Context: an optimization exercise on an open-source flow, tuned for small area, a short achievable clock period and few clock cycles per item. The choices shown serve that exercise and are no tape-out recipe. Only simulation tests tie the RTL to the original design; equivalence was not proved. Power is estimated from default activity; no workload was simulated.

==> inputs of trial 65 <==
// sorted_deadline_queue
module sorted_deadline_queue #(
  parameter int unsigned DEPTH          = 16,
  parameter int unsigned TICK_PERIOD_MS = 10
) (
  input  logic                       clk_i,
  input  logic                       rst_ni,
  input  logic                       cfg_we_i,
  input  logic [31:0]                cfg_wdata_i,
  input  logic                       in_valid_i,
  output logic                       in_ready_o,
  input  logic [1:0]                 opcode_i,
  input  logic [31:0]                now_tick_i,
  input  logic [31:0]                delay_ms_i,
  output logic                       out_valid_o,
  input  logic                       out_ready_i,
  output logic [31:0]                wait_ticks_o,
  output logic signed [31:0]         last_span_o,
  output logic [4:0]                 entry_count_o,
  output logic                       inserted_o,
  output logic                       overflow_o
);
export LEC_CHECK = 0
export CAP_MARGIN = 20
export CORE_MARGIN = 2
export CORE_UTILIZATION = 40
export PLACE_DENSITY = 0.5
export SETUP_SLACK_MARGIN = 5
export SLEW_MARGIN = 20
create_clock -name core_clock -period 12.0 [get_ports {clk_i}]
run.sh (not shown) runs the stock make flow with config.mk's settings and CLKGATE_MAP_FILE= SYNTH_SCRIPT=/design/flow/synth_recipe.tcl, a recipe that flattens the netlist after the stock synthesis.
==> inputs of build 73, as changes to trial 65 <==
--- a/flow/design.v
+++ b/flow/design.v
@@ -282,13 +282,14 @@
   logic [31:0]       nowd, qd;
   logic              v1;
   logic [1:0]        op1;
   logic [31:0]       now1, x1;
   logic              ve;
   logic [1:0]        ope;
-  logic [31:0]       xe;
+  logic [31:0]       nowe, xe;
+  logic              fb_q;        
   logic [N-1:0][31:0] ent;
   logic [N-1:0]      fa, fb, fe;  
   logic [N-1:0]      hd, tl, vld, mge;
   logic              v2;
   logic [1:0]        op2;
   logic [31:0]       now2;
@@ -430,13 +431,13 @@
     end
   end
   always_ff @(posedge clk_i) begin
     if (adv) begin
       op1  <= opd;
       now1 <= nowd;
-      x1   <= (opd == sdq_pkg::OP_REQUEST) ? calc_next : nowd;
+      x1   <= (opd == sdq_pkg::OP_POP) ? nowd : calc_next;
     end
   end
   logic         full;
   logic         is_req, is_pop, exec;
   logic [N-1:0] vx, stop, g, stop_i, lead, vx_i, stop_p, first_stop, fnl;
   logic         any_stop, any_lead, any_fnl, fallback, dup, ins, ovf;
@@ -444,16 +445,16 @@
   logic [N-1:0] hd_d, tl_d, vld_d, mge_d;
   logic         was_empty, ran_empty, step;
   always_comb begin
     full = &vld;
     is_req = (ope == sdq_pkg::OP_REQUEST);
     is_pop = (ope == sdq_pkg::OP_POP);
-    exec   = ve && !stall;
+    exec   = ve && !fb_q && !stall;
     vx     = vld & fa;
     stop   = vld & ~fa & ~fb;
-    g      = vld & fa;
+    g      = vld & (fa | ({N{is_pop}} & fe));
     stop_i = cinc(stop, mge);
     lead   = ~cinc(~g, mge);
     vx_i   = cinc(vx, mge);
     stop_p     = rot1(stop_i) & ~hd;
     first_stop = stop & ~stop_p;
     any_stop   = |stop;
@@ -488,21 +489,25 @@
     end
     mge_d[0] = hd_d[0];
     for (int j = 1; j < N; j++) begin
       mge_d[j] = mge_d[j-1] | hd_d[j];
     end
   end
-  assign adv = !stall && !(ve && step);
+  assign adv = !stall && !fb_q && !(ve && step);
   always_ff @(posedge clk_i or negedge rst_ni) begin
     if (!rst_ni) begin
       hd   <= {{(N-1){1'b0}}, 1'b1};
       tl   <= {{(N-1){1'b0}}, 1'b1};
       vld  <= '0;
       mge  <= '1;
+      fb_q <= 1'b0;
       ve   <= 1'b0;
     end else begin
+      if (!stall) begin
+        fb_q <= exec && step;
+      end
       if (adv) begin
         ve <= v1;
       end
       if (exec) begin
         hd  <= hd_d;
         tl  <= tl_d;
@@ -511,12 +516,13 @@
       end
     end
   end
   always_ff @(posedge clk_i) begin
     if (adv) begin
       ope  <= op1;
+      nowe <= now1;
       xe   <= x1;
     end
   end
   logic [N-1:0][31:0] ent_d;
   always_comb begin
     for (int j = 0; j < N; j++) begin
@@ -528,58 +534,50 @@
   always_ff @(posedge clk_i) begin
     ent <= ent_d;
   end
   logic [31:0]  cmp_now, cmp_x;
   logic [N-1:0] ca, cb, ce;
   logic         xa, xb, xq;
-  logic         c_pop;
   always_comb begin
-    c_pop   = (op1 == sdq_pkg::OP_POP);
-    cmp_now = now1;
-    cmp_x   = x1;
+    cmp_now = fb_q ? nowe : now1;
+    cmp_x   = fb_q ? xe : x1;
     for (int j = 0; j < N; j++) begin
       logic [1:0] ra, rb;
       ra    = mcmp(ent[j], cmp_now);
       rb    = mcmp(ent[j], cmp_x);
-      ca[j] = ra[1] | (c_pop & ra[0]);
+      ca[j] = ra[1];
       cb[j] = rb[1];
       ce[j] = rb[0];
     end
     begin
       logic [1:0] ra, rb;
       ra = mcmp(xe, cmp_now);
       rb = mcmp(xe, cmp_x);
-      xa = ra[1] | (c_pop & ra[0]);
+      xa = ra[1];
       xb = rb[1];
       xq = rb[0];
     end
   end
   always_ff @(posedge clk_i) begin
     if (!stall) begin
-      if (ve && step) begin
-        fa <= (rot1(fa) & take_left) | (fa & take_hold);
-        fb <= (rot1(fb) & take_left) | (fb & take_hold);
-        fe <= (rot1(fe) & take_left) | (fe & take_hold);
-      end else begin
-        fa <= ({N{xa}} & take_next) | (rot1(ca) & take_left & ~take_next) | (ca & take_hold);
-        fb <= ({N{xb}} & take_next) | (rot1(cb) & take_left & ~take_next) | (cb & take_hold);
-        fe <= ({N{xq}} & take_next) | (rot1(ce) & take_left & ~take_next) | (ce & take_hold);
-      end
+      fa <= ({N{xa}} & take_next) | (rot1(ca) & take_left & ~take_next) | (ca & take_hold);
+      fb <= ({N{xb}} & take_next) | (rot1(cb) & take_left & ~take_next) | (cb & take_hold);
+      fe <= ({N{xq}} & take_next) | (rot1(ce) & take_left & ~take_next) | (ce & take_hold);
     end
   end
   always_ff @(posedge clk_i or negedge rst_ni) begin
     if (!rst_ni) begin
       v2 <= 1'b0;
     end else if (!stall) begin
       v2 <= exec && !step;
     end
   end
   always_ff @(posedge clk_i) begin
     if (!stall) begin
       op2  <= ope;
-      now2 <= xe;
+      now2 <= nowe;
       ins2 <= ins;
       ovf2 <= ovf;
       pw2  <= was_empty;
       pr2  <= is_pop && ran_empty;
     end
   end
==> flow/config.mk (replaced) <==
export PLATFORM = sky130hd
export DESIGN_NAME = sorted_deadline_queue
export DESIGN_NICKNAME = sorted_deadline_queue
export VERILOG_FILES = /design/flow/design.v
export SDC_FILE = /design/flow/constraint.sdc
export NUM_CORES = 4
export LEC_CHECK = 0
export CAP_MARGIN = 20
export CORE_MARGIN = 2
export CORE_UTILIZATION = 45
export PLACE_DENSITY = 0.6
export SETUP_SLACK_MARGIN = 5
export SLEW_MARGIN = 20
==> inputs of trial 68, as changes to trial 65 <==
==> flow/config.mk (replaced) <==
export PLATFORM = sky130hd
export DESIGN_NAME = sorted_deadline_queue
export DESIGN_NICKNAME = sorted_deadline_queue
export VERILOG_FILES = /design/flow/design.v
export SDC_FILE = /design/flow/constraint.sdc
export NUM_CORES = 4
export LEC_CHECK = 0
export CAP_MARGIN = 20
export CORE_MARGIN = 2
export CORE_UTILIZATION = 50
export PLACE_DENSITY = 0.62
export SETUP_SLACK_MARGIN = 5
export SLEW_MARGIN = 20
==> run notes <==
status: no timing/DRC/antenna violations
drt pass-1 iters: 9
via count of the first global-routing pass: 74700
Adder-Cell Fraction of Synth Area: 12.1%
comb pwr: 20.0 mW
That was trial 68.
==> run notes <==
status: no timing/DRC/antenna violations
via count of the first global-routing pass: 74300
Die Y-Extent: 451 um
drt pass-1 iters: 10
Logic pwr share: 62.0%
Cell variety after synth: 105
Adder-Cell Fraction of Synth Area: 12.1%
comb pwr: 20.3 mW
That was trial 65.
==> run notes <==
status: no timing/DRC/antenna violations
comb pwr: 9.27 mW
Adder-Cell Fraction of Synth Area: 7.69%
via count of the first global-routing pass: 70500
drt pass-1 iters: 9
That was build 73.
Testbench counts of trial 65, summed over its fixed seeds: cycles 4,920, items 4,812.
Testbench counts of build 73, summed over its fixed seeds: cycles 4,920, items 4,812.
Testbench counts of trial 68, summed over its fixed seeds: cycles 4,920, items 4,812.

========
==> build 24 <==
sorted_deadline_queue, a different RTL version from the one above (not shown whole).
==> flow/config.mk <==
export PLATFORM = sky130hd
export DESIGN_NAME = sorted_deadline_queue
export DESIGN_NICKNAME = sorted_deadline_queue
export VERILOG_FILES = /design/flow/design.v
export SDC_FILE = /design/flow/constraint.sdc
export NUM_CORES = 4
export LEC_CHECK = 0
export CAP_MARGIN = 20
export CORE_MARGIN = 2
export CORE_UTILIZATION = 45
export PLACE_DENSITY = 0.6
export SLEW_MARGIN = 20
==> flow/constraint.sdc <==
create_clock -name core_clock -period 12.0 [get_ports {clk_i}]
set_input_delay 2.4000 -clock core_clock [delete_from_list [all_inputs] [get_ports {clk_i}]]
set_output_delay 2.4000 -clock core_clock [all_outputs]
set_load 0.01 [all_outputs]
==> inputs of build 48, as changes to build 24 <==
--- a/flow/design.v
+++ b/flow/design.v
@@ -262,42 +262,36 @@
     mcmp = {a[31] ^ b[31] ^ l5, ~(a[31] ^ b[31]) & ~l5 & ~g5};
   endfunction
   function automatic logic [N-1:0] rot1(input logic [N-1:0] x);
     rot1 = {x[N-2:0], x[N-1]};
   endfunction
-  function automatic logic [3:0] enc16(input logic [N-1:0] oh);
-    logic [3:0] r;
-    r = '0;
-    for (int i = 0; i < N; i++) begin
-      if (oh[i]) r = r | 4'(i);
-    end
-    enc16 = r;
-  endfunction
   logic              stall;       
   logic              adv;         
   logic              m_v, k_v;
   logic [1:0]        m_op, k_op;
   logic [31:0]       m_now, k_now;
   logic [32:0]       m_d, k_d, in_d;
   logic              m_big, k_big, in_big;
   logic [1:0]        m_ph;
   logic [3:0]        m_rr;
   logic              m_it, m_rdy, m_free;
-  logic [3:0]        cr_i, cr_o;
-  logic [11:0]       cd_i, cq_o;
+  logic [3:0]        cr_i, cr_o, fr_o;
+  logic [11:0]       cd_i, cq_o, fq_o;
   logic [31:0]       calc_next;
+  logic              vd;
+  logic [1:0]        opd;
+  logic [31:0]       nowd, qd;
   logic              v1;
   logic [1:0]        op1;
   logic [31:0]       now1, x1;
   logic              ve;
   logic [1:0]        ope;
   logic [31:0]       nowe, xe;
   logic              fb_q;        
   logic [N-1:0][31:0] ent;
   logic [N-1:0]      fa, fb, fe;  
-  logic [3:0]        head, tail;
-  logic              full;
+  logic [N-1:0]      hd, tl, vld, mge;
   logic              v2;
   logic [1:0]        op2;
   logic [31:0]       now2;
   logic              ins2, ovf2, pw2, pr2;
   logic              v3;
@@ -385,71 +379,75 @@
       m_ph <= m_ph_d;
       m_it <= m_it_d;
     end
   end
   always_ff @(posedge clk_i) begin
-    if (m_it) begin
+    if (m_free) begin
+      m_rr <= 4'd0;
+    end else if (m_it) begin
       m_rr <= cr_o;
     end
   end
   always_comb begin
-    if (!m_it) begin
-      cr_i = (m_ph == 2'd2) ? m_rr : 4'd0;
-      cd_i = m_d[11:0];
-    end else if (m_ph == 2'd0) begin
+    if (m_ph == 2'd0) begin
       cr_i = 4'd0;
       cd_i = {3'd0, m_d[32:24]};
     end else begin
       cr_i = m_rr;
       cd_i = m_d[23:12];
     end
   end
-  sdq_tick_calc u_tick_calc (
+  sdq_tick_calc u_tick_top (
     .r_i (cr_i),
     .d_i (cd_i),
     .q_o (cq_o),
     .r_o (cr_o)
   );
-  logic [12:0] nx_lo;
-  logic [19:0] nx_hi0, nx_hi1;
-  always_comb begin
-    nx_lo     = {1'b0, m_now[11:0]} + {1'b0, cq_o};
-    nx_hi0    = m_now[31:12] + m_d[31:12];
-    nx_hi1    = nx_hi0 + 20'd1;
-    calc_next = {nx_lo[12] ? nx_hi1 : nx_hi0, nx_lo[11:0]};
+  sdq_tick_calc u_tick_low (
+    .r_i (m_rr),
+    .d_i (m_d[11:0]),
+    .q_o (fq_o),
+    .r_o (fr_o)
+  );
+  always_ff @(posedge clk_i or negedge rst_ni) begin
+    if (!rst_ni) begin
+      vd <= 1'b0;
+    end else if (adv) begin
+      vd <= m_v && m_rdy;
+    end
+  end
+  always_ff @(posedge clk_i) begin
+    if (adv) begin
+      opd  <= m_op;
+      nowd <= m_now;
+      qd   <= {m_d[31:12], fq_o};
+    end
   end
+  assign calc_next = nowd + qd;
   always_ff @(posedge clk_i or negedge rst_ni) begin
     if (!rst_ni) begin
       v1 <= 1'b0;
     end else if (adv) begin
-      v1 <= m_v && m_rdy;
+      v1 <= vd;
     end
   end
   always_ff @(posedge clk_i) begin
     if (adv) begin
-      op1  <= m_op;
-      now1 <= m_now;
-      x1   <= (m_op == sdq_pkg::OP_POP) ? m_now : calc_next;
+      op1  <= opd;
+      now1 <= nowd;
+      x1   <= (opd == sdq_pkg::OP_POP) ? nowd : calc_next;
     end
   end
-  logic [N-1:0] mge, mlt, hd, tl, vld;
-  logic         wrap;
+  logic         full;
   logic         is_req, is_pop, exec;
   logic [N-1:0] vx, stop, g, stop_i, lead, vx_i, stop_p, first_stop, fnl;
   logic         any_stop, any_lead, any_fnl, fallback, dup, ins, ovf;
   logic [N-1:0] take_next, take_left, take_hold;
-  logic [3:0]   head_fast, tail_ins;
+  logic [N-1:0] hd_d, tl_d, vld_d, mge_d;
   logic         was_empty, ran_empty, step;
   always_comb begin
-    wrap = (tail < head);
-    for (int j = 0; j < N; j++) begin
-      mge[j] = (4'(j) >= head);
-      mlt[j] = (4'(j) < tail);
-      hd[j]  = (4'(j) == head);
-      tl[j]  = (4'(j) == tail);
-      vld[j] = full || (wrap ? (mge[j] || mlt[j]) : (mge[j] && mlt[j]));
-    end
+    full = &vld;
     is_req = (ope == sdq_pkg::OP_REQUEST);
     is_pop = (ope == sdq_pkg::OP_POP);
     exec   = ve && !fb_q && !stall;
     vx     = vld & fa;
     stop   = vld & ~fa & ~fb;
@@ -470,42 +468,53 @@
     step     = is_req && fallback;
     take_next = {N{exec && ins}} & (any_stop ? first_stop : tl);
     take_left = ({N{exec && ins}} & rot1(vld & stop_i))
               | ({N{exec && step}} & rot1(~vx_i) & ~hd);
     take_hold = ~take_next & ~take_left;
-    head_fast = any_fnl ? enc16(fnl) : head;
-    tail_ins  = tail + {3'd0, ins};
-    was_empty = !full && (head == tail);
+    was_empty = !(|vld);
     ran_empty = !was_empty && !(|(vld & ~lead));
   end
+  always_comb begin
+    if (step) begin
+      hd_d  = rot1(hd);
+      tl_d  = tl;
+      vld_d = vld & ~hd;
+    end else if (is_req || is_pop) begin
+      hd_d  = any_fnl ? fnl : hd;
+      tl_d  = ins ? rot1(tl) : tl;
+      vld_d = (vld & ~lead) | ({N{ins}} & tl);
+    end else begin
+      hd_d  = hd;
+      tl_d  = tl;
+      vld_d = vld;
+    end
+    mge_d[0] = hd_d[0];
+    for (int j = 1; j < N; j++) begin
+      mge_d[j] = mge_d[j-1] | hd_d[j];
+    end
+  end
   assign adv = !stall && !fb_q && !(ve && step);
   always_ff @(posedge clk_i or negedge rst_ni) begin
     if (!rst_ni) begin
-      head <= '0;
-      tail <= '0;
-      full <= 1'b0;
+      hd   <= {{(N-1){1'b0}}, 1'b1};
+      tl   <= {{(N-1){1'b0}}, 1'b1};
+      vld  <= '0;
+      mge  <= '1;
       fb_q <= 1'b0;
       ve   <= 1'b0;
     end else begin
       if (!stall) begin
         fb_q <= exec && step;
       end
       if (adv) begin
         ve <= v1;
       end
       if (exec) begin
-        if (step) begin
-          head <= head + 4'd1;
-          full <= 1'b0;
-        end else if (is_req) begin
-          head <= head_fast;
-          tail <= tail_ins;
-          full <= (head_fast == tail_ins) && (ins || (full && !any_lead));
-        end else if (is_pop) begin
-          head <= head_fast;
-          full <= full && !any_lead;
-        end
+        hd  <= hd_d;
+        tl  <= tl_d;
+        vld <= vld_d;
+        mge <= mge_d;
       end
     end
   end
   always_ff @(posedge clk_i) begin
     if (adv) begin
@@ -580,11 +589,14 @@
     rd_ent  = '0;
     for (int j = 0; j < N; j++) begin
       rd_ent = rd_ent | ({32{rd_sel[j]}} & ent[j]);
     end
     rd_diff = rd_ent - now2;
-    n_now   = full ? 5'd16 : {1'b0, tail - head};
+    n_now   = '0;
+    for (int j = 0; j < N; j++) begin
+      n_now = n_now + {4'd0, vld[j]};
+    end
     if (op2 == sdq_pkg::OP_QUERY) begin
       val_d = (n_now == 5'd0) ? empty_wait_q : (rd_diff[31] ? 32'd0 : rd_diff);
     end else begin
       val_d = pw2 ? empty_wait_q : rd_diff;
     end
Settings changed: CORE_UTILIZATION 45 to 50, PLACE_DENSITY 0.6 to 0.62, SETUP_SLACK_MARGIN set to 5.
==> inputs of build 12, as changes to build 24 <==
--- a/flow/design.v
+++ b/flow/design.v
@@ -262,42 +262,33 @@
     mcmp = {a[31] ^ b[31] ^ l5, ~(a[31] ^ b[31]) & ~l5 & ~g5};
   endfunction
   function automatic logic [N-1:0] rot1(input logic [N-1:0] x);
     rot1 = {x[N-2:0], x[N-1]};
   endfunction
-  function automatic logic [3:0] enc16(input logic [N-1:0] oh);
-    logic [3:0] r;
-    r = '0;
-    for (int i = 0; i < N; i++) begin
-      if (oh[i]) r = r | 4'(i);
-    end
-    enc16 = r;
-  endfunction
   logic              stall;       
   logic              adv;         
   logic              m_v, k_v;
   logic [1:0]        m_op, k_op;
   logic [31:0]       m_now, k_now;
   logic [32:0]       m_d, k_d, in_d;
   logic              m_big, k_big, in_big;
   logic [1:0]        m_ph;
   logic [3:0]        m_rr;
   logic              m_it, m_rdy, m_free;
-  logic [3:0]        cr_i, cr_o;
-  logic [11:0]       cd_i, cq_o;
+  logic [3:0]        cr_i, cr_o, fr_o;
+  logic [11:0]       cd_i, cq_o, fq_o;
   logic [31:0]       calc_next;
   logic              v1;
   logic [1:0]        op1;
   logic [31:0]       now1, x1;
   logic              ve;
   logic [1:0]        ope;
   logic [31:0]       nowe, xe;
   logic              fb_q;        
   logic [N-1:0][31:0] ent;
   logic [N-1:0]      fa, fb, fe;  
-  logic [3:0]        head, tail;
-  logic              full;
+  logic [N-1:0]      hd, tl, vld, mge;
   logic              v2;
   logic [1:0]        op2;
   logic [31:0]       now2;
   logic              ins2, ovf2, pw2, pr2;
   logic              v3;
@@ -385,39 +376,49 @@
       m_ph <= m_ph_d;
       m_it <= m_it_d;
     end
   end
   always_ff @(posedge clk_i) begin
-    if (m_it) begin
+    if (m_free) begin
+      m_rr <= 4'd0;
+    end else if (m_it) begin
       m_rr <= cr_o;
     end
   end
   always_comb begin
-    if (!m_it) begin
-      cr_i = (m_ph == 2'd2) ? m_rr : 4'd0;
-      cd_i = m_d[11:0];
-    end else if (m_ph == 2'd0) begin
+    if (m_ph == 2'd0) begin
       cr_i = 4'd0;
       cd_i = {3'd0, m_d[32:24]};
     end else begin
       cr_i = m_rr;
       cd_i = m_d[23:12];
     end
   end
-  sdq_tick_calc u_tick_calc (
+  sdq_tick_calc u_tick_top (
     .r_i (cr_i),
     .d_i (cd_i),
     .q_o (cq_o),
     .r_o (cr_o)
   );
-  logic [12:0] nx_lo;
-  logic [19:0] nx_hi0, nx_hi1;
+  sdq_tick_calc u_tick_low (
+    .r_i (m_rr),
+    .d_i (m_d[11:0]),
+    .q_o (fq_o),
+    .r_o (fr_o)
+  );
+  logic [7:0][4:0] nx_s0, nx_s1;
+  logic [31:0]     nx_q;
+  logic [8:0]      nx_c;
   always_comb begin
-    nx_lo     = {1'b0, m_now[11:0]} + {1'b0, cq_o};
-    nx_hi0    = m_now[31:12] + m_d[31:12];
-    nx_hi1    = nx_hi0 + 20'd1;
-    calc_next = {nx_lo[12] ? nx_hi1 : nx_hi0, nx_lo[11:0]};
+    nx_q    = {m_d[31:12], fq_o};
+    nx_c[0] = 1'b0;
+    for (int b = 0; b < 8; b++) begin
+      nx_s0[b] = {1'b0, m_now[4*b +: 4]} + {1'b0, nx_q[4*b +: 4]};
+      nx_s1[b] = {1'b0, m_now[4*b +: 4]} + {1'b0, nx_q[4*b +: 4]} + 5'd1;
+      calc_next[4*b +: 4] = nx_c[b] ? nx_s1[b][3:0] : nx_s0[b][3:0];
+      nx_c[b+1] = nx_c[b] ? nx_s1[b][4] : nx_s0[b][4];
+    end
   end
   always_ff @(posedge clk_i or negedge rst_ni) begin
     if (!rst_ni) begin
       v1 <= 1'b0;
     end else if (adv) begin
@@ -429,27 +430,19 @@
       op1  <= m_op;
       now1 <= m_now;
       x1   <= (m_op == sdq_pkg::OP_POP) ? m_now : calc_next;
     end
   end
-  logic [N-1:0] mge, mlt, hd, tl, vld;
-  logic         wrap;
+  logic         full;
   logic         is_req, is_pop, exec;
   logic [N-1:0] vx, stop, g, stop_i, lead, vx_i, stop_p, first_stop, fnl;
   logic         any_stop, any_lead, any_fnl, fallback, dup, ins, ovf;
   logic [N-1:0] take_next, take_left, take_hold;
-  logic [3:0]   head_fast, tail_ins;
+  logic [N-1:0] hd_d, tl_d, vld_d, mge_d;
   logic         was_empty, ran_empty, step;
   always_comb begin
-    wrap = (tail < head);
-    for (int j = 0; j < N; j++) begin
-      mge[j] = (4'(j) >= head);
-      mlt[j] = (4'(j) < tail);
-      hd[j]  = (4'(j) == head);
-      tl[j]  = (4'(j) == tail);
-      vld[j] = full || (wrap ? (mge[j] || mlt[j]) : (mge[j] && mlt[j]));
-    end
+    full = &vld;
     is_req = (ope == sdq_pkg::OP_REQUEST);
     is_pop = (ope == sdq_pkg::OP_POP);
     exec   = ve && !fb_q && !stall;
     vx     = vld & fa;
     stop   = vld & ~fa & ~fb;
@@ -470,42 +463,53 @@
     step     = is_req && fallback;
     take_next = {N{exec && ins}} & (any_stop ? first_stop : tl);
     take_left = ({N{exec && ins}} & rot1(vld & stop_i))
               | ({N{exec && step}} & rot1(~vx_i) & ~hd);
     take_hold = ~take_next & ~take_left;
-    head_fast = any_fnl ? enc16(fnl) : head;
-    tail_ins  = tail + {3'd0, ins};
-    was_empty = !full && (head == tail);
+    was_empty = !(|vld);
     ran_empty = !was_empty && !(|(vld & ~lead));
   end
+  always_comb begin
+    if (step) begin
+      hd_d  = rot1(hd);
+      tl_d  = tl;
+      vld_d = vld & ~hd;
+    end else if (is_req || is_pop) begin
+      hd_d  = any_fnl ? fnl : hd;
+      tl_d  = ins ? rot1(tl) : tl;
+      vld_d = (vld & ~lead) | ({N{ins}} & tl);
+    end else begin
+      hd_d  = hd;
+      tl_d  = tl;
+      vld_d = vld;
+    end
+    mge_d[0] = hd_d[0];
+    for (int j = 1; j < N; j++) begin
+      mge_d[j] = mge_d[j-1] | hd_d[j];
+    end
+  end
   assign adv = !stall && !fb_q && !(ve && step);
   always_ff @(posedge clk_i or negedge rst_ni) begin
     if (!rst_ni) begin
-      head <= '0;
-      tail <= '0;
-      full <= 1'b0;
+      hd   <= {{(N-1){1'b0}}, 1'b1};
+      tl   <= {{(N-1){1'b0}}, 1'b1};
+      vld  <= '0;
+      mge  <= '1;
       fb_q <= 1'b0;
       ve   <= 1'b0;
     end else begin
       if (!stall) begin
         fb_q <= exec && step;
       end
       if (adv) begin
         ve <= v1;
       end
       if (exec) begin
-        if (step) begin
-          head <= head + 4'd1;
-          full <= 1'b0;
-        end else if (is_req) begin
-          head <= head_fast;
-          tail <= tail_ins;
-          full <= (head_fast == tail_ins) && (ins || (full && !any_lead));
-        end else if (is_pop) begin
-          head <= head_fast;
-          full <= full && !any_lead;
-        end
+        hd  <= hd_d;
+        tl  <= tl_d;
+        vld <= vld_d;
+        mge <= mge_d;
       end
     end
   end
   always_ff @(posedge clk_i) begin
     if (adv) begin
@@ -580,11 +584,14 @@
     rd_ent  = '0;
     for (int j = 0; j < N; j++) begin
       rd_ent = rd_ent | ({32{rd_sel[j]}} & ent[j]);
     end
     rd_diff = rd_ent - now2;
-    n_now   = full ? 5'd16 : {1'b0, tail - head};
+    n_now   = '0;
+    for (int j = 0; j < N; j++) begin
+      n_now = n_now + {4'd0, vld[j]};
+    end
     if (op2 == sdq_pkg::OP_QUERY) begin
       val_d = (n_now == 5'd0) ? empty_wait_q : (rd_diff[31] ? 32'd0 : rd_diff);
     end else begin
       val_d = pw2 ? empty_wait_q : rd_diff;
     end
Settings changed: SETUP_SLACK_MARGIN set to 5.
==> notes <==
The highest register-to-register slack belongs to build 12, the lowest to build 24.
Of build 48 and build 24, build 48 has the higher worst setup slack (gap 2.3 ns).
First-iteration DRC count: build 12 > build 24 > build 48.
Final cell count, lowest first: build 24, build 48, build 12.
Testbench counts of build 24, summed over its fixed seeds: cycles 4,912, items 4,812.
Testbench counts of build 48, summed over its fixed seeds: cycles 4,920, items 4,812.
Testbench counts of build 12, summed over its fixed seeds: cycles 4,912, items 4,812.

## port drivers added, routing unchanged
In the flow no input, the clock included, has a driving cell. The finished layouts below were timed again as built, in two steps.
Step 1 assumes that a clkbuf_16 drives the clock port and a buf_2 every other input.
Step 2 times the ports against the registers' clock, not the clock port: input delays grow and output delays shrink by t, the midpoint of the rising clock arrivals with the driver on.
Slacks: ideal ports / drivers / drivers and shift; pairs: ideal ports / drivers.
run | t, ns | slack for setup (ns) | worst setup path after step 2 | cell pins on the clock port's net
trial 65 | 0.920 | 4.946 / 4.946 / 4.791 | input to register | 1
build 73 | 0.911 | 4.973 / 4.973 / 4.897 | input to register | 1
trial 68 | 0.892 | 5.141 / 5.141 / 4.972 | input to register | 1
build 24 | 0.866 | 2.550 / 2.550 / 2.550 | register to register | 1
build 48 | 0.898 | 4.863 / 4.863 / 4.863 | register to register | 1
build 12 | 0.907 | 4.910 / 4.910 / 4.910 | register to register | 1
After both steps setup and hold are still met in every run listed. The setup slack of trial 68, which loses most, moves by 0.000 ns with the drivers and by -0.169 ns with both steps.
